What follows belongs to an exercise in optimizing a design on an open flow for small area and a short achievable clock period; a production flow would make more cautious choices.
Function was checked by simulation only, so behaviour that the tests miss may differ from the original.

== job 101 ==
Design calc_op_master, start of the top module:
module calc_op_master #(
  parameter int WIDTH   = 32,
  parameter int TIMEOUT = 64,
  parameter int CNT_W   = 16
) (
  input  logic             clk,
  input  logic             rst,
  input  logic             cmd_valid,
  output logic             cmd_ready,
  input  logic [1:0]       cmd_op,
  input  logic [WIDTH-1:0] cmd_a,
  input  logic [WIDTH-1:0] cmd_b,
  output logic [1:0]       calc_ctrl,
  output logic [WIDTH-1:0] calc_a,
  output logic [WIDTH-1:0] calc_b,
  output logic             calc_din_valid,
  input  logic             calc_stall_out,
  output logic             calc_stall_in,
  input  logic [WIDTH-1:0] calc_out,
  input  logic             calc_dout_valid,
  output logic             res_valid,
  input  logic             res_ready,
  output logic [WIDTH-1:0] res_data,
  output logic [1:0]       res_op,
  output logic             res_err,
  output logic             res_dz,
  output logic             res_timeout,
  output logic [CNT_W-1:0] op_cnt,
  output logic [CNT_W-1:0] err_cnt
);
  localparam logic [1:0] IDLE = 2'd0, ISSUE = 2'd1, WAIT_RES = 2'd2, REPORT = 2'd3;
  localparam logic [5:0] TIMER_LAST = 6'(TIMEOUT - 1);
  localparam logic [CNT_W-1:0] CNT_MAX = '1;
  logic [1:0] state_reg;
  logic [5:0] timer_reg;
  assign cmd_ready     = (state_reg == IDLE);
  assign calc_stall_in = (state_reg == WAIT_RES);
  wire        is_div = (calc_ctrl == 2'd3);
  wire        dz     = is_div && (calc_b == '0);
  wire [31:0] mx     = is_div ? calc_out : calc_a;
  wire rs1 = calc_b[0] ^ 1'b0 ^ 1'b0;
  wire rc2 = (calc_b[0] & 1'b0) | (calc_b[0] & 1'b0) | (1'b0 & 1'b0);
  wire rs3, rc4;
  calc_op_master_fa u_rs3 (.a(calc_b[1]), .b(calc_b[0]), .c(rc2), .s(rs3), .co(rc4));
  wire rs5, rc6;
  calc_op_master_fa u_rs5 (.a(calc_b[2]), .b(calc_b[1]), .c(rc4), .s(rs5), .co(rc6));
  wire rs7, rc8;
  calc_op_master_fa u_rs7 (.a(calc_b[3]), .b(calc_b[2]), .c(rc6), .s(rs7), .co(rc8));
  wire rs9, rc10;
  calc_op_master_fa u_rs9 (.a(calc_b[4]), .b(calc_b[3]), .c(rc8), .s(rs9), .co(rc10));
  wire rs11, rc12;
  calc_op_master_fa u_rs11 (.a(calc_b[5]), .b(calc_b[4]), .c(rc10), .s(rs11), .co(rc12));
  wire rs13, rc14;
  calc_op_master_fa u_rs13 (.a(calc_b[6]), .b(calc_b[5]), .c(rc12), .s(rs13), .co(rc14));
  wire rs15, rc16;
  calc_op_master_fa u_rs15 (.a(calc_b[7]), .b(calc_b[6]), .c(rc14), .s(rs15), .co(rc16));
  wire rs17, rc18;
  ...
==> flow/config.mk <==
export PLATFORM = sky130hd
export DESIGN_NAME = calc_op_master
export DESIGN_NICKNAME = calc_op_master
export VERILOG_FILES = /design/flow/design.v
export SDC_FILE = /design/flow/constraint.sdc
export NUM_CORES = 4
export LEC_CHECK = 0
export ABC_AREA = 1
export CAP_MARGIN = 10
export CORE_MARGIN = 2
export CORE_UTILIZATION = 40
export CTS_BUF_LIST = sky130_fd_sc_hd__clkbuf_4 sky130_fd_sc_hd__clkbuf_8
export SLEW_MARGIN = 10
export SYNTH_HIERARCHICAL = 1
export SYNTH_MINIMUM_KEEP_SIZE = 0
==> flow/constraint.sdc <==
create_clock -name core_clock -period 100.0 [get_ports {clk}]
set_input_delay 20.0000 -clock core_clock [delete_from_list [all_inputs] [get_ports {clk}]]
set_output_delay 20.0000 -clock core_clock [all_outputs]
set_load 0.01 [all_outputs]
standard.sh (not shown) runs the stock make flow with config.mk's settings and CLKGATE_MAP_FILE= SYNTH_SCRIPT=/design/flow/synth_recipe.tcl, a recipe that flattens the netlist after the stock synthesis.
==> flow/flow/run.sh <==
#!/bin/bash
# The standard layout (standard.sh) with changes in effort only, none in constraints:
# - the ports are buffered by the smallest plain buffer (buf_1) instead of the delay buffer
#   buffer_ports picks by default;
# - the timing repair steps aim for extra setup slack (SETUP_SLACK_MARGIN), so that they
#   strengthen the calc_out-to-res_err paths, which otherwise meet the 100 ns clock untouched;
#   after placement they may only resize cells and swap pins (no new buffers).
set -euo pipefail
BUF='BUFFER_PORTS_ARGS=-buffer_cell sky130_fd_sc_hd__buf_1'
bash standard.sh "$BUF" SETUP_SLACK_MARGIN=76 floorplan > standard_flow_floorplan.log 2>&1
bash standard.sh "$BUF" SETUP_SLACK_MARGIN=76 SETUP_MOVE_SEQUENCE=sizeup,swap \
  finish > standard_flow.log 2>&1
#### Input delta (job 102 over job 101)
Settings: putting PLACE_DENSITY at 0.8 where nothing was set; swapping 10 for 20 in SLEW_MARGIN; swapping 10 for 20 in CAP_MARGIN.
--- a/flow/flow/run.sh
+++ b/flow/flow/run.sh
@@ -5,8 +5,8 @@
 # - the timing repair steps aim for extra setup slack (SETUP_SLACK_MARGIN), so that they
 #   strengthen the calc_out-to-res_err paths, which otherwise meet the 100 ns clock untouched;
-#   after placement they may only resize cells and swap pins (no new buffers).
+#   after placement they may remove buffers, resize cells, swap pins and split loads.
 set -euo pipefail
 BUF='BUFFER_PORTS_ARGS=-buffer_cell sky130_fd_sc_hd__buf_1'
 bash standard.sh "$BUF" SETUP_SLACK_MARGIN=76 floorplan > standard_flow_floorplan.log 2>&1
-bash standard.sh "$BUF" SETUP_SLACK_MARGIN=76 SETUP_MOVE_SEQUENCE=sizeup,swap \
+bash standard.sh "$BUF" SETUP_SLACK_MARGIN=76 SETUP_MOVE_SEQUENCE=unbuffer,sizeup,swap,split \
   finish > standard_flow.log 2>&1
--- outcome ---
Result for job 102 and job 101: all clean
Comparing job 102 and job 101, the higher non-clock buffer share of cell area is on job 102.
On placement-stage cell area, job 102 and job 101 are basically level.
Against job 101, job 102 comes in about 6% lower on HPWL after detailed placement.
First-pass GRT wire length (job 102 over job 101): decrease, 2.8%
In the metrics for job 102 and job 101, the one carrying the higher data required time of the critical path is job 102.
Job 101 → job 102: clock tree cell share of total cell area stayed essentially flat; number of global-route vias before repair up 62; final design area excluding fillers neither gained nor lost much.
Edits applied to the flow inputs when going from job 102 to job 103:
--- a/flow/flow/run.sh
+++ b/flow/flow/run.sh
@@ -5,8 +5,8 @@
 # - the timing repair steps aim for extra setup slack (SETUP_SLACK_MARGIN), so that they
 #   strengthen the calc_out-to-res_err paths, which otherwise meet the 100 ns clock untouched;
-#   after placement they may remove buffers, resize cells, swap pins and split loads.
+#   after placement they may only resize cells and swap pins (no new buffers).
 set -euo pipefail
 BUF='BUFFER_PORTS_ARGS=-buffer_cell sky130_fd_sc_hd__buf_1'
 bash standard.sh "$BUF" SETUP_SLACK_MARGIN=76 floorplan > standard_flow_floorplan.log 2>&1
-bash standard.sh "$BUF" SETUP_SLACK_MARGIN=76 SETUP_MOVE_SEQUENCE=unbuffer,sizeup,swap,split \
+bash standard.sh "$BUF" SETUP_SLACK_MARGIN=76 SETUP_MOVE_SEQUENCE=sizeup,swap \
   finish > standard_flow.log 2>&1
Results
- Summary of job 103 over job 102: portion of the clock cycle consumed by the worst path in the final layout went up by 0.18 points, count of vias placed by the detailed router went down by 1.2%, data arrival at the endpoint of the critical path went up by 0.17 ns.
- Per the comparison of job 103 with job 102, routed wire length -2.0%; fraction of the mapped netlist area in adder cells ~0 delta; critical path depth -7.1%.
- The number of setup buffers added after CTS of job 103 falls short of that of job 102 by 14.
- Job 103 and job 102 ended up with roughly the same worst hold slack.
- Design area across job 102 and job 103: no real change.
- Of job 102 and job 103, the lower met1 demand-to-capacity share in global routing belongs to job 103.
diff inputs: job 103 => job 104
Settings: PLACE_DENSITY changed from 0.8 to 0.92.
--- a/flow/flow/run.sh
+++ b/flow/flow/run.sh
@@ -5,8 +5,8 @@
 # - the timing repair steps aim for extra setup slack (SETUP_SLACK_MARGIN), so that they
 #   strengthen the calc_out-to-res_err paths, which otherwise meet the 100 ns clock untouched;
-#   after placement they may only resize cells and swap pins (no new buffers).
+#   after placement they may remove buffers, resize cells, swap pins and split loads.
 set -euo pipefail
 BUF='BUFFER_PORTS_ARGS=-buffer_cell sky130_fd_sc_hd__buf_1'
 bash standard.sh "$BUF" SETUP_SLACK_MARGIN=76 floorplan > standard_flow_floorplan.log 2>&1
-bash standard.sh "$BUF" SETUP_SLACK_MARGIN=76 SETUP_MOVE_SEQUENCE=sizeup,swap \
+bash standard.sh "$BUF" SETUP_SLACK_MARGIN=76 SETUP_MOVE_SEQUENCE=unbuffer,sizeup,swap,split \
   finish > standard_flow.log 2>&1
Looking only at overall via count from detail_route, and setting everything else aside, the higher value of job 104 and job 103 goes to job 104. Estimated wirelength of the detail-placed design delta (job 103 -> job 104): insignificant. Comparing job 104 with job 103, the fmax came out essentially unchanged. Job 104 ends up with lower fraction of standard cell area in multi-input logic than job 103 does. When job 104 is set beside job 103, its first-pass GRT wire length turns out to be 3.4 mm larger.

Setup of rev 12:
calc_op_master, a different RTL version from the one above (not shown whole).
Size: about 2,600 cells after synthesis, about 150 flip-flops, about 21,000 um^2 of cells after synthesis.
export LEC_CHECK = 0
export ABC_AREA = 1
export CAP_MARGIN = 20
export CORE_MARGIN = 2
export CORE_UTILIZATION = 40
export SLEW_MARGIN = 20
export SYNTH_HIERARCHICAL = 1
export SYNTH_MINIMUM_KEEP_SIZE = 0
create_clock -name core_clock -period 100.0 [get_ports {clk}]
==> flow/flow/run.sh <==
#!/bin/bash
# The standard layout (standard.sh) with two changes in effort, none in constraints:
# - the ports are buffered by the smallest plain buffer (buf_1) instead of the delay buffer
#   buffer_ports picks by default;
# - the floorplan step's timing repair (gate sizing only) aims for extra setup slack
#   (SETUP_SLACK_MARGIN), so that it strengthens the weak drivers on the calc_out-to-res_err
#   paths, which otherwise meet the 100 ns clock untouched. The later steps run as standard.
set -euo pipefail
bash standard.sh 'BUFFER_PORTS_ARGS=-buffer_cell sky130_fd_sc_hd__buf_1' \
  SETUP_SLACK_MARGIN=76 floorplan > standard_flow_floorplan.log 2>&1
bash standard.sh 'BUFFER_PORTS_ARGS=-buffer_cell sky130_fd_sc_hd__buf_1' \
  finish > standard_flow.log 2>&1
Rev 12 reached the final stage; the timing, design-rule and antenna checks on its layout passed.
Input-level comparison between rev 13 and rev 12:
==> flow/run.sh (new file) <==
#!/bin/bash
# synth_recipe.tcl (not shown) runs the flow's synth.tcl, then flattens the netlist and writes it again
# the make line also repeats each setting of config.mk as NAME=value (left out here)
make -C /OpenROAD-flow-scripts/flow DESIGN_CONFIG=/design/flow/config.mk WORK_HOME=/design/flow/orfs CLKGATE_MAP_FILE= SYNTH_SCRIPT=/design/flow/synth_recipe.tcl finish
removed: flow/flow/run.sh
removed: flow/standard.sh
Findings:
- Between rev 13 and rev 12, the worst hold slack across all endpoints figures differ only marginally.
- Rev 12 -> rev 13: share of final layout cell area taken by clock buffers and inverters flat
- Measured slew at the worst slew-check pin ended up 0.081 ns higher on rev 13 than on rev 12.

## red
calc_op_master with an RTL version that a note above also has.
Size in the first run: ~150 flip-flops, about 240 I/O pins, roughly 20,000 µm² of cells after synthesis.
export LEC_CHECK = 0
export ABC_AREA = 1
export CAP_MARGIN = 20
export CORE_MARGIN = 2
export CORE_UTILIZATION = 40
export CTS_BUF_LIST = sky130_fd_sc_hd__clkbuf_4 sky130_fd_sc_hd__clkbuf_8
export SLEW_MARGIN = 20
export SYNTH_HIERARCHICAL = 1
export SYNTH_MINIMUM_KEEP_SIZE = 0
create_clock -name core_clock -period 100.0 [get_ports {clk}]
==> flow/flow/run.sh <==
#!/bin/bash
# The standard layout (standard.sh) with changes in effort only, none in constraints:
# - the ports are buffered by the smallest plain buffer (buf_1) instead of the delay buffer
#   buffer_ports picks by default;
# - the timing repair steps aim for extra setup slack (SETUP_SLACK_MARGIN), so that they
#   strengthen the calc_out-to-res_err paths, which otherwise meet the 100 ns clock untouched;
#   after placement they may only resize cells and swap pins (no new buffers).
set -euo pipefail
BUF='BUFFER_PORTS_ARGS=-buffer_cell sky130_fd_sc_hd__buf_1'
bash standard.sh "$BUF" SETUP_SLACK_MARGIN=76 floorplan > standard_flow_floorplan.log 2>&1
bash standard.sh "$BUF" SETUP_SLACK_MARGIN=76 SETUP_MOVE_SEQUENCE=sizeup,swap \
  finish > standard_flow.log 2>&1
red ran to completion and came out clean on the timing, design-rule and antenna checks.
For blue, these inputs were changed with respect to red:
Settings: PLACE_DENSITY now 0.8, previously not set; CORE_UTILIZATION now 50, was 40.
[summary]
- In the flow results for blue and red, the area growth from synthesis to layout is larger on red.
- | clock skew | red vs blue | ≈ equal |
- Relative to red, worst slack at placement has gone up in blue.
- Count of nets left with antenna violations after detail routing came out exactly the same in blue and red.
- Every run (blue and red) finished clean.
- Against red, blue comes in 0.29 points higher on clock distribution area overhead in the final layout.
- Between blue and red, the sequential share of layout area does not differ in any meaningful way.
- Minimum clock period after layout sits lower in blue than in red.

== exp/delta ==
Starting RTL as in the previous note.
==> flow/config.mk <==
export PLATFORM = sky130hd
export DESIGN_NAME = calc_op_master
export DESIGN_NICKNAME = calc_op_master
export VERILOG_FILES = /design/flow/design.v
export SDC_FILE = /design/flow/constraint.sdc
export NUM_CORES = 4
export LEC_CHECK = 0
export ABC_AREA = 1
export CAP_MARGIN = 20
export CORE_MARGIN = 2
export CORE_UTILIZATION = 40
export SLEW_MARGIN = 20
export SYNTH_HIERARCHICAL = 1
export SYNTH_MINIMUM_KEEP_SIZE = 0
==> flow/constraint.sdc <==
create_clock -name core_clock -period 100.0 [get_ports {clk}]
set_input_delay 20.0000 -clock core_clock [delete_from_list [all_inputs] [get_ports {clk}]]
set_output_delay 20.0000 -clock core_clock [all_outputs]
set_load 0.01 [all_outputs]
Scripts as last shown in full above: flow/flow/run.sh
Changes in exp/tundra relative to exp/delta:
==> flow/flow/run.sh <==
#!/bin/bash
# The standard layout (standard.sh) with two changes in effort, none in constraints:
# - the ports are buffered by the smallest plain buffer (buf_1) instead of the delay buffer
#   buffer_ports picks by default;
# - the floorplan step's timing repair (gate sizing only) aims for extra setup slack
#   (SETUP_SLACK_MARGIN), so that it strengthens the weak drivers on the calc_out-to-res_err
#   paths, which otherwise meet the 100 ns clock untouched. The later steps run as standard.
set -euo pipefail
bash standard.sh 'BUFFER_PORTS_ARGS=-buffer_cell sky130_fd_sc_hd__buf_1' \
  SETUP_SLACK_MARGIN=76 floorplan > standard_flow_floorplan.log 2>&1
bash standard.sh 'BUFFER_PORTS_ARGS=-buffer_cell sky130_fd_sc_hd__buf_1' \
  finish > standard_flow.log 2>&1
Findings:
- First-pass GRT wire length: exp/delta vs exp/tundra, no meaningful difference
- On utilization: exp/tundra sits below exp/delta.
- For exp/delta, the highest-delay cell along the critical path was fa_2, unlike exp/tundra, where it was nor2_1.
- exp/delta has higher met3 wire length than exp/tundra.

## re-timing with driven ports
No port has a modelled driver above. Below, the same layouts with a new extraction and two added sets of constraints. Step 1 assumes that a clkbuf_16 drives the clock port and a buf_2 every other input. Step 2 also shifts input and output timing later by t, the mid clock arrival at the registers, as if the neighbouring blocks saw the same clock. Three values: no drivers, after step 1, after step 2; two values: the first two.
run	t (ns)	setup WS [ns]	worst register clock-pin slew, ns	pins driven straight from the clock port
job 101	0.617	73.920 / 73.923 / 73.306	0.12 / 0.12	1
job 102	0.641	74.284 / 74.319 / 73.678	0.11 / 0.11	1
job 103	0.621	74.103 / 74.129 / 73.508	0.11 / 0.11	1
job 104	0.654	74.175 / 74.208 / 73.554	0.11 / 0.11	1
rev 12	0.546	73.138 / 73.164 / 72.618	0.09 / 0.09	1
rev 13	0.564	72.388 / 72.408 / 71.845	0.10 / 0.10	1
red	0.617	73.910 / 73.913 / 73.295	0.12 / 0.12	1
blue	0.604	74.061 / 74.086 / 73.482	0.12 / 0.12	1
exp/delta	0.544	73.879 / 73.901 / 73.356	0.09 / 0.09	1
exp/tundra	0.545	73.160 / 73.203 / 72.658	0.09 / 0.09	1
After both steps setup and hold are still met in every run listed. The setup slack of job 104, which loses most, moves by +0.033 ns with the drivers and by -0.621 ns with both steps.
